What follows belongs to an exercise in optimizing a design on an open flow for small area, a short achievable clock period and few clock cycles per item; a production flow would make more cautious choices.
The RTL was checked by simulation tests, not by an equivalence proof against the original design.

Design dds_sine_sample_generator, start of the top module:
module dds_sine_sample_generator (
    input  logic                  clk,
    input  logic                  rst_n,
    input  logic                  in_valid,
    output logic                  in_ready,
    input  logic                  restart,
    output logic                  out_valid,
    input  logic                  out_ready,
    output dds_pkg::code_t        sample,
    input  logic                  cfg_valid,
    output logic                  cfg_ready,
    input  logic [1:0]            cfg_index,
    input  logic [31:0]           cfg_data
);
Size: ~1600 cells after synthesis, about 55 I/O pins.
clock: 11.0 ns
lec_check: 0
cap_margin: 20
core_margin: 2
core_utilization: 40
slew_margin: 20
standard.sh (not shown) runs the stock make flow with config.mk's settings and CLKGATE_MAP_FILE= SYNTH_SCRIPT=/design/flow/synth_recipe.tcl, a recipe that flattens the netlist after the stock synthesis.
==> flow/flow/run.sh <==
#!/bin/bash
# The standard layout (the standard.sh) with changes to how it is made:
#  - after the standard synthesis, flow/fa_polarity.py removes inverter
#    pairs around full-adder cells (a full adder is self-dual, so an adder
#    whose inputs all arrive inverted can take the plain inputs and give
#    inverted outputs); the netlist's function and registers are unchanged;
#  - port buffers use a plain buffer cell instead of the delay cell the
#    resizer picks by default;
set -euo pipefail
run_std() {
  bash standard.sh \
  "SETUP_SLACK_MARGIN=7.7" \
  "CTS_BUF_LIST=sky130_fd_sc_hd__clkbuf_8" \
  "BUFFER_PORTS_ARGS=-buffer_cell sky130_fd_sc_hd__buf_2" \
  "$@"
}
run_std synth > standard_synth.log 2>&1
R=orfs/results/${FLOW_PLATFORM}/dds_sine_sample_generator/base
python3 flow/fa_polarity.py $R/1_2_yosys.v $R/1_2_yosys_pol.v > fa_polarity.log 2>&1
cp $R/1_2_yosys.v $R/1_2_yosys_orig.v
mv $R/1_2_yosys_pol.v $R/1_2_yosys.v
rm -f $R/1_synth.odb $R/1_synth.sdc
run_std finish > standard_flow.log 2>&1
Other scripts of this flow, unchanged in this note and not shown: flow/flow/fa_polarity.py
Testbench counts at the start, summed over its fixed seeds: cycles 16,016, items 16,000.
Rerun with:
--- a/flow/flow/run.sh
+++ b/flow/flow/run.sh
@@ -12 +12,3 @@
-  "SETUP_SLACK_MARGIN=7.7" \
+  "SETUP_SLACK_MARGIN=7.6" \
+  "CTS_CLUSTER_SIZE=16" \
+  "CTS_CLUSTER_DIAMETER=50" \
First-iteration DRC count goes down by a few percent.
Maximum frequency goes up slightly.
Core utilization goes down by 0.95 points.
Setup slack improves by 0.015 ns.
Rerun with:
--- a/flow/flow/run.sh
+++ b/flow/flow/run.sh
@@ -12,4 +12 @@
-  "SETUP_SLACK_MARGIN=7.6" \
-  "CTS_CLUSTER_SIZE=16" \
-  "CTS_CLUSTER_DIAMETER=50" \
-  "CTS_BUF_LIST=sky130_fd_sc_hd__clkbuf_8" \
+  "SETUP_SLACK_MARGIN=7.4" \
Maximum frequency falls by 4.9%.
Core utilization fell by 0.75 points.
Global-route usage drops by 0.41 points.
Wire length is lower by 3.2%.
Synthesized cell count is unchanged.
Rerun with:
--- a/flow/flow/run.sh
+++ b/flow/flow/run.sh
@@ -12 +12,2 @@
-  "SETUP_SLACK_MARGIN=7.4" \
+  "SETUP_SLACK_MARGIN=7.6" \
+  "CORE_UTILIZATION=55" \
- The new run ran to the end with no violations
- wire length rises by a few percent
- worst setup slack gains 0.13 ns
- final area increases slightly
- synthesized cell count does not change
- clock skew came out lower by 0.018 ns
- non-clock buffer count went up by 36
- synthesized area is unchanged
- register-to-register slack improved by 0.13 ns
Rerun with:
--- a/flow/flow/run.sh
+++ b/flow/flow/run.sh
@@ -13 +13,3 @@
-  "CORE_UTILIZATION=55" \
+  "CTS_CLUSTER_SIZE=20" \
+  "CTS_CLUSTER_DIAMETER=60" \
+  "CTS_BUF_LIST=sky130_fd_sc_hd__clkbuf_8" \
- final area falls by 1.2%
- wire length falls by 1.8%
- via count falls by 1.7%
- fmax rises by about 2.3%
- clock-buffer cell count falls by 14
- die area rises by 37%
- cell count rises by about 6.5%

dds_sine_sample_generator again, from the RTL that the note above started with.
export LEC_CHECK = 0
export CAP_MARGIN = 20
export CORE_MARGIN = 2
export CORE_UTILIZATION = 40
export SLEW_MARGIN = 20
create_clock -name core_clock -period 11.0 [get_ports {clk}]
==> flow/flow/run.sh <==
#!/bin/bash
# The standard layout (the standard.sh) with changes to how it is made:
#  - after the standard synthesis, flow/fa_polarity.py removes inverter
#    pairs around full-adder cells (a full adder is self-dual, so an adder
#    whose inputs all arrive inverted can take the plain inputs and give
#    inverted outputs); the netlist's function and registers are unchanged;
#  - port buffers use a plain buffer cell instead of the delay cell the
#    resizer picks by default;
set -euo pipefail
run_std() {
  bash standard.sh \
  "SETUP_SLACK_MARGIN=7.6" \
  "BUFFER_PORTS_ARGS=-buffer_cell sky130_fd_sc_hd__buf_2" \
  "$@"
}
run_std synth > standard_synth.log 2>&1
R=orfs/results/${FLOW_PLATFORM}/dds_sine_sample_generator/base
python3 flow/fa_polarity.py $R/1_2_yosys.v $R/1_2_yosys_pol.v > fa_polarity.log 2>&1
cp $R/1_2_yosys.v $R/1_2_yosys_orig.v
mv $R/1_2_yosys_pol.v $R/1_2_yosys.v
rm -f $R/1_synth.odb $R/1_synth.sdc
run_std finish > standard_flow.log 2>&1
Other scripts of this flow, unchanged in this note and not shown: flow/flow/fa_polarity.py
The first run completed without violations.
Testbench counts at the start, summed over its fixed seeds: cycles 16,016, items 16,000.
==> next run, changes <==
--- a/flow/flow/run.sh
+++ b/flow/flow/run.sh
@@ -12,0 +13,2 @@
+  "CTS_CLUSTER_SIZE=30" \
+  "CTS_CLUSTER_DIAMETER=80" \
The changed run produced a clean layout; register-to-register slack is about the same; count of clock-buffer cells in the layout decreases by 16; design area decreases by 1.3%; hold slack gains 0.0082 ns; wire length fell by 0.44%; critical path depth is unchanged; non-clock buffer count went up by 4; final cell count shrinks by 0.94%; first-iteration DRC count falls by 7.5%; utilization came out lower by 0.60 points.

==> re-timing with driven ports <==
In the flow no input, the clock included, has a driving cell. The finished layouts below were timed again as built, in two steps. Step 1, drivers: a clkbuf_16 drives clk and a buf_2 each remaining input, both assumed. Step 2 adds t to the input delays and takes it off the output delays; t is the mean of the earliest and latest rising clock arrival at the registers after step 1. Input paths then give back, and output paths get back, about the clock's delay inside the block. Three values: no drivers, after step 1, after step 2; two values: the first two.
| run | shift t [ns] | slack for setup (ns) | slew at the worst register clock pin (ns) |
|---|---|---|---|
| the first run of note 1 | 0.641 | 7.638 / 7.638 / 7.339 | 0.08 / 0.08 |
| the second run of note 1 | 0.649 | 7.653 / 7.601 / 7.109 | 0.10 / 0.10 |
| the third run of note 1 | 0.594 | 7.481 / 7.481 / 7.344 | 0.06 / 0.06 |
| the fourth run of note 1 | 0.573 | 7.609 / 7.609 / 7.334 | 0.06 / 0.06 |
| the fifth run of note 1 | 0.626 | 7.684 / 7.639 / 7.125 | 0.11 / 0.11 |
| the first run of note 2 | 0.595 | 7.608 / 7.608 / 7.283 | 0.06 / 0.06 |
| the second run of note 2 | 0.548 | 7.604 / 7.604 / 7.334 | 0.11 / 0.11 |
After both steps every run listed still meets setup and hold. The setup slack of the fifth run of note 1, which loses most, moves by -0.045 ns with the drivers and by -0.559 ns with both steps.
